What follows belongs to an exercise in optimizing a design on an open flow for small area, a short achievable clock period and few clock cycles; a production flow would make more cautious choices.

==> inputs of run K <==
==> flow/design.v <==
`default_nettype none
package tti_pkg;
    localparam int MAX_DIGITS  = 16;
    localparam int ALPHA_SLOTS = 16;
    localparam int CHAR_W    = 8;
    localparam int LEN_W     = 5;
    localparam int VALUE_W   = 32;
    localparam int DIGIT_W   = 4;
    localparam int CFG_W     = 64;
    localparam int ADDR_W    = 5;
    localparam int REG_IDX_W = 2;
    localparam logic [REG_IDX_W-1:0] REG_DIGITS_LOW  = 2'd0;
    localparam logic [REG_IDX_W-1:0] REG_DIGITS_HIGH = 2'd1;
    localparam logic [REG_IDX_W-1:0] REG_BASE_LENGTH = 2'd2;
    localparam logic [CHAR_W-1:0] CHAR_NUL   = 8'h00;
    localparam logic [CHAR_W-1:0] CHAR_TAB   = 8'h09;
    localparam logic [CHAR_W-1:0] CHAR_CR    = 8'h0D;
    localparam logic [CHAR_W-1:0] CHAR_SPACE = 8'h20;
    localparam logic [CHAR_W-1:0] CHAR_PLUS  = 8'h2B;
    localparam logic [CHAR_W-1:0] CHAR_MINUS = 8'h2D;
    function automatic logic is_space(input logic [CHAR_W-1:0] c);
        is_space = (c == CHAR_SPACE) || ((c >= CHAR_TAB) && (c <= CHAR_CR));
    endfunction
    function automatic logic is_reserved(input logic [CHAR_W-1:0] c);
        is_reserved = (c == CHAR_NUL) || (c == CHAR_PLUS) || (c == CHAR_MINUS) || is_space(c);
    endfunction
endpackage
`default_nettype wire
`default_nettype none
module text_to_integer_any_base
(
    input  wire logic                             clk,
    input  wire logic                             rst_n,
    input  wire logic                             s_tvalid,
    output logic                                  s_tready,
    input  wire logic [7:0]                       s_tdata,    
    input  wire logic                             s_tlast,    
    output logic                                  m_tvalid,
    input  wire logic                             m_tready,
    output logic [31:0]                           m_tdata,    
    output logic                                  m_tuser,    
    input  wire logic                             psel,
    input  wire logic                             penable,
    input  wire logic                             pwrite,
    input  wire logic [tti_pkg::ADDR_W-1:0]       paddr,
    input  wire logic [tti_pkg::CFG_W-1:0]        pwdata,
    output logic [tti_pkg::CFG_W-1:0]             prdata,
    output logic                                  pready
);
    localparam logic [1:0] PH_SPACE  = 2'd0;
    localparam logic [1:0] PH_SIGN   = 2'd1;
    localparam logic [1:0] PH_DIGIT  = 2'd2;
    localparam logic [1:0] PH_FROZEN = 2'd3;
    logic [63:0] lo_q;
    logic [63:0] hi_q;
    logic [4:0]  len_q;
    logic        lo_v;
    logic        hi_v;
    logic        len_v;
    logic        rd_lo;
    logic        rd_hi;
    logic        rd_len;
    logic        cfg_write;
    logic [1:0]  cfg_idx;
    assign pready    = 1'b1;
    assign cfg_write = psel && penable && pwrite;
    assign cfg_idx   = paddr[4:3];
    always_ff @(posedge clk)
    begin
        if (cfg_write && (cfg_idx == tti_pkg::REG_DIGITS_LOW))
            lo_q <= pwdata;
        if (cfg_write && (cfg_idx == tti_pkg::REG_DIGITS_HIGH))
            hi_q <= pwdata;
        if (cfg_write && (cfg_idx == tti_pkg::REG_BASE_LENGTH))
            len_q <= pwdata[4:0];
        rd_lo  <= (cfg_idx == tti_pkg::REG_DIGITS_LOW)  && lo_v;
        rd_hi  <= (cfg_idx == tti_pkg::REG_DIGITS_HIGH) && hi_v;
        rd_len <= (cfg_idx == tti_pkg::REG_BASE_LENGTH) && len_v;
    end
    always_ff @(posedge clk or negedge rst_n)
    begin
        if (!rst_n)
        begin
            lo_v  <= 1'b0;
            hi_v  <= 1'b0;
            len_v <= 1'b0;
        end
        else if (cfg_write)
        begin
            if (cfg_idx == tti_pkg::REG_DIGITS_LOW)
                lo_v <= 1'b1;
            if (cfg_idx == tti_pkg::REG_DIGITS_HIGH)
                hi_v <= 1'b1;
            if (cfg_idx == tti_pkg::REG_BASE_LENGTH)
                len_v <= 1'b1;
        end
    end
    assign prdata = ({64{rd_lo}} & lo_q) | ({64{rd_hi}} & hi_q) |
                    {59'd0, {5{rd_len}} & len_q};
    logic       busy;        
    logic [3:0] cnt;         
    logic       ok_q;        
    logic [7:0]  alpha [16];
    logic [7:0]  a_sel;
    logic [7:0]  c;
    logic [15:0] in_range;
    logic [15:0] m;
    logic [3:0]  enc;
    logic        c_nul;
    logic        c_space;
    logic        c_minus;
    logic        c_plus;
    logic        c_hit;
    logic [3:0]  c_d;
    always_comb
    begin
        for (int i = 0; i < 8; i++)
        begin
            alpha[i]     = lo_q[i*8 +: 8];
            alpha[i + 8] = hi_q[i*8 +: 8];
        end
    end
    assign a_sel = alpha[cnt];
    assign c     = busy ? a_sel : s_tdata;
    always_comb
    begin
        enc = '0;
        for (int i = 0; i < 16; i++)
        begin
            in_range[i] = (5'(i) < len_q);
            m[i]        = in_range[i] && (alpha[i] == c);
            if (m[i])
                enc = enc | 4'(i);
        end
    end
    assign c_nul   = (c == tti_pkg::CHAR_NUL);
    assign c_space = tti_pkg::is_space(c);
    assign c_minus = (c == tti_pkg::CHAR_MINUS);
    assign c_plus  = (c == tti_pkg::CHAR_PLUS);
    assign c_hit   = ok_q && (|m);
    assign c_d     = ok_q ? enc : 4'd0;
    logic        slot_bad;
    logic        len_bad;
    assign slot_bad = in_range[cnt] &&
                      (c_nul || c_space || c_minus || c_plus || |(m & ~(16'd1 << cnt)));
    assign len_bad  = !len_v || !lo_v || (len_q < 5'd2) || (len_q > 5'd16) ||
                      ((len_q > 5'd8) && !hi_v);
    always_ff @(posedge clk or negedge rst_n)
    begin
        if (!rst_n)
        begin
            busy <= 1'b0;
            ok_q <= 1'b0;
        end
        else if (cfg_write)
        begin
            busy <= 1'b1;
            ok_q <= 1'b1;
        end
        else if (busy)
        begin
            if (slot_bad || len_bad)
                ok_q <= 1'b0;
            if (cnt == 4'd15)
                busy <= 1'b0;
        end
    end
    always_ff @(posedge clk)
    begin
        if (cfg_write)
            cnt <= 4'd0;
        else if (busy)
            cnt <= cnt + 4'd1;
    end
    typedef struct packed {
        logic       last;
        logic       nul;
        logic       space;
        logic       minus;
        logic       plus;
        logic       hit;
        logic [3:0] d;
    } beat_t;
    beat_t in_b;
    beat_t main_b;
    beat_t skid_b;
    logic  main_v;
    logic  skid_v;
    logic  out_v;
    logic  fire;
    logic  in_hs;
    assign in_b     = {s_tlast, c_nul, c_space, c_minus, c_plus, c_hit, c_d};
    assign s_tready = !skid_v;
    assign in_hs    = s_tvalid && !skid_v;
    assign fire     = main_v && (!out_v || m_tready);
    always_ff @(posedge clk)
    begin
        if (!skid_v)
            skid_b <= in_b;
        if (!main_v || fire)
            main_b <= skid_v ? skid_b : in_b;
    end
    always_ff @(posedge clk or negedge rst_n)
    begin
        if (!rst_n)
        begin
            main_v <= 1'b0;
            skid_v <= 1'b0;
        end
        else if (!main_v || fire)
        begin
            main_v <= skid_v || in_hs;
            skid_v <= 1'b0;
        end
        else if (in_hs)
            skid_v <= 1'b1;
    end
    logic [1:0]  phase_q;
    logic [1:0]  phase_n;
    logic        neg_q;
    logic        neg_n;
    logic [31:0] acc_q;
    logic [31:0] acc_n;
    logic        acc_we;
    logic        pre;
    logic [4:0]  rg;
    logic [31:0] sd;
    assign pre = !phase_q[1];
    always_comb
    begin
        phase_n = phase_q;
        neg_n   = neg_q;
        if (phase_q != PH_FROZEN)
        begin
            if (main_b.nul)
                phase_n = PH_FROZEN;
            else if ((phase_q == PH_SPACE) && main_b.space)
                phase_n = PH_SPACE;
            else if (pre && main_b.minus)
            begin
                phase_n = PH_SIGN;
                neg_n   = !neg_q;
            end
            else if (pre && main_b.plus)
                phase_n = PH_SIGN;
            else if (main_b.hit)
                phase_n = PH_DIGIT;
            else
                phase_n = PH_FROZEN;
        end
    end
    assign rg     = phase_q[1] ? len_q : 5'd0;
    assign sd     = {{28{neg_q}}, main_b.d ^ {4{neg_q}}};
    assign acc_n  = (rg[0] ? acc_q : 32'd0) +
                    (rg[1] ? {acc_q[30:0], 1'b0} : 32'd0) +
                    (rg[2] ? {acc_q[29:0], 2'b0} : 32'd0) +
                    (rg[3] ? {acc_q[28:0], 3'b0} : (rg[4] ? {acc_q[27:0], 4'b0} : 32'd0)) +
                    sd + {31'd0, neg_q};
    assign acc_we = fire && (pre || ((phase_q == PH_DIGIT) && main_b.hit));
    always_ff @(posedge clk)
    begin
        if (acc_we)
            acc_q <= acc_n;
    end
    always_ff @(posedge clk or negedge rst_n)
    begin
        if (!rst_n)
        begin
            phase_q <= PH_SPACE;
            neg_q   <= 1'b0;
            out_v   <= 1'b0;
        end
        else
        begin
            if (fire)
            begin
                if (main_b.last)
                begin
                    phase_q <= PH_SPACE;
                    neg_q   <= 1'b0;
                end
                else
                begin
                    phase_q <= phase_n;
                    neg_q   <= neg_n;
                end
            end
            if (fire && main_b.last)
                out_v <= 1'b1;
            else if (m_tready)
                out_v <= 1'b0;
        end
    end
    assign m_tvalid = out_v;
    assign m_tdata  = acc_q;
    assign m_tuser  = ok_q;
endmodule
`default_nettype wire
==> flow/run.sh <==
#!/bin/bash
# synth_recipe.tcl (not shown) runs the flow's synth.tcl, then flattens the netlist and writes it again
# the make line also repeats each setting of config.mk as NAME=value (left out here)
make -C /OpenROAD-flow-scripts/flow DESIGN_CONFIG=/design/flow/config.mk WORK_HOME=/design/flow/orfs CLKGATE_MAP_FILE= SYNTH_SCRIPT=/design/flow/synth_recipe.tcl finish
==> flow/config.mk <==
export PLATFORM = sky130hd
export DESIGN_NAME = text_to_integer_any_base
export DESIGN_NICKNAME = text_to_integer_any_base
export VERILOG_FILES = /design/flow/design.v
export SDC_FILE = /design/flow/constraint.sdc
export NUM_CORES = 4
export LEC_CHECK = 0
export CAP_MARGIN = 20
export CORE_MARGIN = 2
export CORE_UTILIZATION = 40
export PLACE_DENSITY = 0.6
export SLEW_MARGIN = 20
==> flow/constraint.sdc <==
create_clock -name core_clock -period 8.0 [get_ports {clk}]
set_input_delay 1.6000 -clock core_clock [delete_from_list [all_inputs] [get_ports {clk}]]
set_output_delay 1.6000 -clock core_clock [all_outputs]
set_load 0.01 [all_outputs]
==> run F: changes against run K <==
==> flow/design.v, changed modules only <==
module text_to_integer_any_base
(
    input  wire logic                             clk,
    input  wire logic                             rst_n,
    input  wire logic                             s_tvalid,
    output logic                                  s_tready,
    input  wire logic [7:0]                       s_tdata,    
    input  wire logic                             s_tlast,    
    output logic                                  m_tvalid,
    input  wire logic                             m_tready,
    output logic [31:0]                           m_tdata,    
    output logic                                  m_tuser,    
    input  wire logic                             psel,
    input  wire logic                             penable,
    input  wire logic                             pwrite,
    input  wire logic [tti_pkg::ADDR_W-1:0]       paddr,
    input  wire logic [tti_pkg::CFG_W-1:0]        pwdata,
    output logic [tti_pkg::CFG_W-1:0]             prdata,
    output logic                                  pready
);
    localparam logic [1:0] PH_SPACE  = 2'd0;
    localparam logic [1:0] PH_SIGN   = 2'd1;
    localparam logic [1:0] PH_DIGIT  = 2'd2;
    localparam logic [1:0] PH_FROZEN = 2'd3;
    logic [63:0] lo_q;
    logic [63:0] hi_q;
    logic [4:0]  len_q;
    logic        lo_v;
    logic        hi_v;
    logic        len_v;
    logic        rd_lo;
    logic        rd_hi;
    logic        rd_len;
    logic        cfg_write;
    logic [1:0]  cfg_idx;
    assign pready    = 1'b1;
    assign cfg_write = psel && penable && pwrite;
    assign cfg_idx   = paddr[4:3];
    always_ff @(posedge clk)
    begin
        if (cfg_write && (cfg_idx == tti_pkg::REG_DIGITS_LOW))
            lo_q <= pwdata;
        if (cfg_write && (cfg_idx == tti_pkg::REG_DIGITS_HIGH))
            hi_q <= pwdata;
        if (cfg_write && (cfg_idx == tti_pkg::REG_BASE_LENGTH))
            len_q <= pwdata[4:0];
        rd_lo  <= (cfg_idx == tti_pkg::REG_DIGITS_LOW)  && lo_v;
        rd_hi  <= (cfg_idx == tti_pkg::REG_DIGITS_HIGH) && hi_v;
        rd_len <= (cfg_idx == tti_pkg::REG_BASE_LENGTH) && len_v;
    end
    always_ff @(posedge clk or negedge rst_n)
    begin
        if (!rst_n)
        begin
            lo_v  <= 1'b0;
            hi_v  <= 1'b0;
            len_v <= 1'b0;
        end
        else if (cfg_write)
        begin
            if (cfg_idx == tti_pkg::REG_DIGITS_LOW)
                lo_v <= 1'b1;
            if (cfg_idx == tti_pkg::REG_DIGITS_HIGH)
                hi_v <= 1'b1;
            if (cfg_idx == tti_pkg::REG_BASE_LENGTH)
                len_v <= 1'b1;
        end
    end
    assign prdata = ({64{rd_lo}} & lo_q) | ({64{rd_hi}} & hi_q) |
                    {59'd0, {5{rd_len}} & len_q};
    logic       busy;        
    logic [3:0] cnt;         
    logic       ok_q;        
    logic [7:0]  alpha [16];
    logic [7:0]  a_sel;
    logic [7:0]  c;
    logic [15:0] in_range;
    logic [15:0] m;
    logic [3:0]  enc;
    logic        c_nul;
    logic        c_space;
    logic        c_minus;
    logic        c_plus;
    logic        c_hit;
    logic [3:0]  c_d;
    always_comb
    begin
        for (int i = 0; i < 8; i++)
        begin
            alpha[i]     = lo_q[i*8 +: 8];
            alpha[i + 8] = hi_q[i*8 +: 8];
        end
    end
    assign a_sel = alpha[cnt];
    assign c     = busy ? a_sel : s_tdata;
    always_comb
    begin
        enc = '0;
        for (int i = 0; i < 16; i++)
        begin
            in_range[i] = (5'(i) < len_q);
            m[i]        = in_range[i] && (alpha[i] == c);
            if (m[i])
                enc = enc | 4'(i);
        end
    end
    assign c_nul   = (c == tti_pkg::CHAR_NUL);
    assign c_space = tti_pkg::is_space(c);
    assign c_minus = (c == tti_pkg::CHAR_MINUS);
    assign c_plus  = (c == tti_pkg::CHAR_PLUS);
    assign c_hit   = |m;
    assign c_d     = enc;
    logic        slot_bad;
    logic        len_bad;
    assign slot_bad = in_range[cnt] &&
                      (c_nul || c_space || c_minus || c_plus || |(m & ~(16'd1 << cnt)));
    assign len_bad  = !len_v || !lo_v || (len_q < 5'd2) || (len_q > 5'd16) ||
                      ((len_q > 5'd8) && !hi_v);
    always_ff @(posedge clk or negedge rst_n)
    begin
        if (!rst_n)
        begin
            busy <= 1'b0;
            ok_q <= 1'b0;
        end
        else if (cfg_write)
        begin
            busy <= 1'b1;
            ok_q <= 1'b1;
        end
        else if (busy)
        begin
            if (slot_bad || len_bad)
                ok_q <= 1'b0;
            if (cnt == 4'd15)
                busy <= 1'b0;
        end
    end
    always_ff @(posedge clk)
    begin
        if (cfg_write)
            cnt <= 4'd0;
        else if (busy)
            cnt <= cnt + 4'd1;
    end
    typedef struct packed {
        logic       last;
        logic       nul;
        logic       space;
        logic       minus;
        logic       plus;
        logic       hit;
        logic [3:0] d;
    } beat_t;
    beat_t in_b;
    beat_t main_b;
    beat_t skid_b;
    logic  main_v;
    logic  skid_v;
    logic  out_v;
    logic  fire;
    logic  in_hs;
    assign in_b     = {s_tlast, c_nul, c_space, c_minus, c_plus, c_hit, c_d};
    assign s_tready = !skid_v;
    assign in_hs    = s_tvalid && !skid_v;
    assign fire     = main_v && (!out_v || m_tready);
    always_ff @(posedge clk)
    begin
        if (!skid_v)
            skid_b <= in_b;
        if (!main_v || fire)
            main_b <= skid_v ? skid_b : in_b;
    end
    always_ff @(posedge clk or negedge rst_n)
    begin
        if (!rst_n)
        begin
            main_v <= 1'b0;
            skid_v <= 1'b0;
        end
        else if (!main_v || fire)
        begin
            main_v <= skid_v || in_hs;
            skid_v <= 1'b0;
        end
        else if (in_hs)
            skid_v <= 1'b1;
    end
    logic [1:0]  phase_q;
    logic [1:0]  phase_n;
    logic        neg_q;
    logic        neg_n;
    logic [31:0] acc_q;
    logic [31:0] acc_n;
    logic        acc_we;
    logic        pre;
    logic        dig;
    logic        hit;
    logic        xo;                    
    logic [31:0] ta;
    logic [31:0] tb;
    logic [31:0] tc;
    logic [31:0] sum;
    assign pre = !phase_q[1];
    assign dig = (phase_q == PH_DIGIT);
    assign hit = main_b.hit;
    always_comb
    begin
        phase_n = phase_q;
        neg_n   = neg_q;
        if (phase_q != PH_FROZEN)
        begin
            if (main_b.nul)
                phase_n = PH_FROZEN;
            else if ((phase_q == PH_SPACE) && main_b.space)
                phase_n = PH_SPACE;
            else if (pre && main_b.minus)
            begin
                phase_n = PH_SIGN;
                neg_n   = !neg_q;
            end
            else if (pre && main_b.plus)
                phase_n = PH_SIGN;
            else if (hit && ok_q)
                phase_n = PH_DIGIT;
            else
                phase_n = PH_FROZEN;
        end
    end
    logic        ra1, ra2, ra3, ra4, rb1, rb2, rb1n, rcp, rcn;
    logic [4:0]  rkn;                   
    logic        rkp;                   
    logic        ra1_n, ra2_n, ra3_n, ra4_n, rb1_n, rb2_n, rb1n_n, rcp_n, rcn_n;
    always_comb
    begin
        ra1_n = 1'b0; ra2_n = 1'b0; ra3_n = 1'b0; ra4_n = 1'b0;
        rb1_n = 1'b0; rb2_n = 1'b0; rb1n_n = 1'b0;
        rcp_n = 1'b0; rcn_n = 1'b0;
        unique case (len_q)
            5'd2:  begin ra1_n = 1'b1; end
            5'd3:  begin ra1_n = 1'b1; rcp_n = 1'b1; end
            5'd4:  begin ra2_n = 1'b1; end
            5'd5:  begin ra2_n = 1'b1; rcp_n = 1'b1; end
            5'd6:  begin ra2_n = 1'b1; rb1_n = 1'b1; end
            5'd7:  begin ra3_n = 1'b1; rcn_n = 1'b1; end
            5'd8:  begin ra3_n = 1'b1; end
            5'd9:  begin ra3_n = 1'b1; rcp_n = 1'b1; end
            5'd10: begin ra3_n = 1'b1; rb1_n = 1'b1; end
            5'd11: begin ra3_n = 1'b1; rb1_n = 1'b1; rcp_n = 1'b1; end
            5'd12: begin ra3_n = 1'b1; rb2_n = 1'b1; end
            5'd13: begin ra3_n = 1'b1; rb2_n = 1'b1; rcp_n = 1'b1; end
            5'd14: begin ra4_n = 1'b1; rb1n_n = 1'b1; end
            5'd15: begin ra4_n = 1'b1; rcn_n = 1'b1; end
            5'd16: begin ra4_n = 1'b1; end
            default: ;
        endcase
    end
    always_ff @(posedge clk)
    begin
        ra1  <= ra1_n;
        ra2  <= ra2_n;
        ra3  <= ra3_n;
        ra4  <= ra4_n;
        rb1  <= rb1_n;
        rb2  <= rb2_n;
        rb1n <= rb1n_n;
        rcp  <= rcp_n;
        rcn  <= rcn_n;
        rkn  <= (len_q - 5'd1) + {4'd0, rb1n_n || rcn_n};
        rkp  <= rb1n_n || rcn_n;
    end
    logic        gh;                    
    logic        gn;                    
    logic        hv;                    
    logic [4:0]  kp;
    logic [31:0] s1;
    logic [31:0] c1;
    logic [31:0] s2;
    logic [31:0] c2;
    logic [31:0] pv;                    
    assign hv  = hit && ok_q;
    assign gh  = dig && hit;
    assign gn  = dig && !hit;
    assign ta  = ({32{ra1}} & {acc_q[30:0], 1'b0}) | ({32{ra2}} & {acc_q[29:0], 2'b0}) |
                 ({32{ra3}} & {acc_q[28:0], 3'b0}) | ({32{ra4}} & {acc_q[27:0], 4'b0});
    assign tb  = ({32{rb1}} & {acc_q[30:0], 1'b0}) | ({32{rb2}} & {acc_q[29:0], 2'b0}) |
                 ({32{rb1n}} & ~{acc_q[30:0], 1'b0});
    assign tc  = ({32{rcp}} & acc_q) | ({32{rcn}} & ~acc_q);
    assign kp  = {1'b0, main_b.d} + (neg_q ? rkn : {4'd0, rkp});
    assign s1  = ta ^ tb ^ tc;
    assign c1  = {(ta[30:0] & tb[30:0]) | (ta[30:0] & tc[30:0]) | (tb[30:0] & tc[30:0]), 1'b0};
    assign s2  = s1 ^ c1 ^ {27'd0, kp};
    assign c2  = {(s1[30:0] & c1[30:0]) | (s1[30:0] & {26'd0, kp}) | (c1[30:0] & {26'd0, kp}),
                  1'b0};
    assign sum = s2 + c2;
    assign pv  = !hv ? 32'd0 :
                 !neg_q ? {28'd0, main_b.d} :
                 (main_b.d == 4'd0) ? 32'hFFFF_FFFF : {28'd0, main_b.d - 4'd1};
    assign xo  = neg_q && (hv ? main_b.last : dig);
    assign acc_n  = (gh ? sum : gn ? acc_q : pv) ^ {32{xo}};
    assign acc_we = fire && (phase_q != PH_FROZEN);
    always_ff @(posedge clk)
    begin
        if (acc_we)
            acc_q <= acc_n;
    end
    always_ff @(posedge clk or negedge rst_n)
    begin
        if (!rst_n)
        begin
            phase_q <= PH_SPACE;
            neg_q   <= 1'b0;
            out_v   <= 1'b0;
        end
        else
        begin
            if (fire)
            begin
                if (main_b.last)
                begin
                    phase_q <= PH_SPACE;
                    neg_q   <= 1'b0;
                end
                else
                begin
                    phase_q <= phase_n;
                    neg_q   <= neg_n;
                end
            end
            if (fire && main_b.last)
                out_v <= 1'b1;
            else if (m_tready)
                out_v <= 1'b0;
        end
    end
    assign m_tvalid = out_v;
    assign m_tdata  = acc_q;
    assign m_tuser  = ok_q;
endmodule
==> run G: changes against run K <==
--- a/flow/config.mk
+++ b/flow/config.mk
@@ -5,8 +5,10 @@
 export SDC_FILE = /design/flow/constraint.sdc
 export NUM_CORES = 4
 export LEC_CHECK = 0
+export ABC_CLOCK_PERIOD_IN_PS = 2500
 export CAP_MARGIN = 20
 export CORE_MARGIN = 2
 export CORE_UTILIZATION = 40
 export PLACE_DENSITY = 0.6
+export SETUP_SLACK_MARGIN = 5
 export SLEW_MARGIN = 20
==> flow_summary.json <==
{
  "fin_nets": 1833,
  "fin_crit_ps": 6400,
  "die_h_um": 202,
  "path_buf_inv": 2,
  "async_flop_share": 0.0542,
  "clkbuf_count": 27,
  "crit_cells": 18,
  "slowest_stage": "dfrtp_1",
  "grt_pass1_wl_um": 81000,
  "grt.met2_usage": 0.383,
  "multiInputCombCellCount": 1081,
  "synth_area_leaders": "edfxtp_1 (33%), fa_1 (11%), xnor2_1 (6.4%), a22o_1 (4.4%), and3_1 (2.9%)",
  "outcome": "complete, no violations"
}
The numbers above come from run K.

==> flow_summary.json <==
{
  "synth_area_leaders": "edfxtp_1 (32%), ha_1 (5.4%), xnor2_1 (5.3%), dfxtp_1 (5.0%), xor2_1 (4.8%)",
  "outcome": "complete, no violations",
  "crit_cells": 17,
  "slowest_stage": "dfrtp_1",
  "grt_pass1_wl_um": 79400,
  "fin_crit_ps": 5890,
  "async_flop_share": 0.0485
}
The numbers above come from run F.

==> flow_summary.json <==
{
  "outcome": "complete, no violations",
  "fin_nets": 2159,
  "clkbuf_count": 27,
  "path_buf_inv": 6,
  "die_h_um": 202,
  "crit_cells": 21,
  "synth_area_leaders": "edfxtp_1 (33%), fa_1 (11%), xnor2_1 (6.4%), a22o_1 (4.4%), and3_1 (2.9%)",
  "grt.met2_usage": 0.508,
  "fin_crit_ps": 4780,
  "grt_pass1_wl_um": 96900,
  "slowest_stage": "fa_1",
  "async_flop_share": 0.0542
}
The numbers above come from run G.

Function was not checked in any run of this note: the RTL went through the layout flow alone.

static timing again, ports no longer ideal:
Ports are ideal in the flow. The routed layouts listed here were re-timed in OpenROAD.
Step 1: set_driving_cell puts a clkbuf_16 on clk and a buf_2 on each other input, an assumption about the parent block.
Step 2 also shifts input and output timing later by t, the mid clock arrival at the registers, as if the neighbouring blocks saw the same clock.
Slacks: ideal / step 1 / step 2; pairs: ideal / step 1.
| run | t (ns) | setup slack, ns | latest minus earliest clock arrival (ns) | slew at the worst register clock pin (ns) | pins driven straight from the clock port |
|---|---|---|---|---|---|
| run K | 0.574 | 1.605 / 1.605 / 1.605 | 0.010 / 0.010 | 0.06 / 0.06 | 1 |
| run F | 0.606 | 2.110 / 2.110 / 2.110 | 0.035 / 0.034 | 0.07 / 0.07 | 1 |
| run G | 0.595 | 3.224 / 3.224 / 3.224 | 0.029 / 0.029 | 0.07 / 0.07 | 1 |
After both steps every run listed still meets setup and hold.
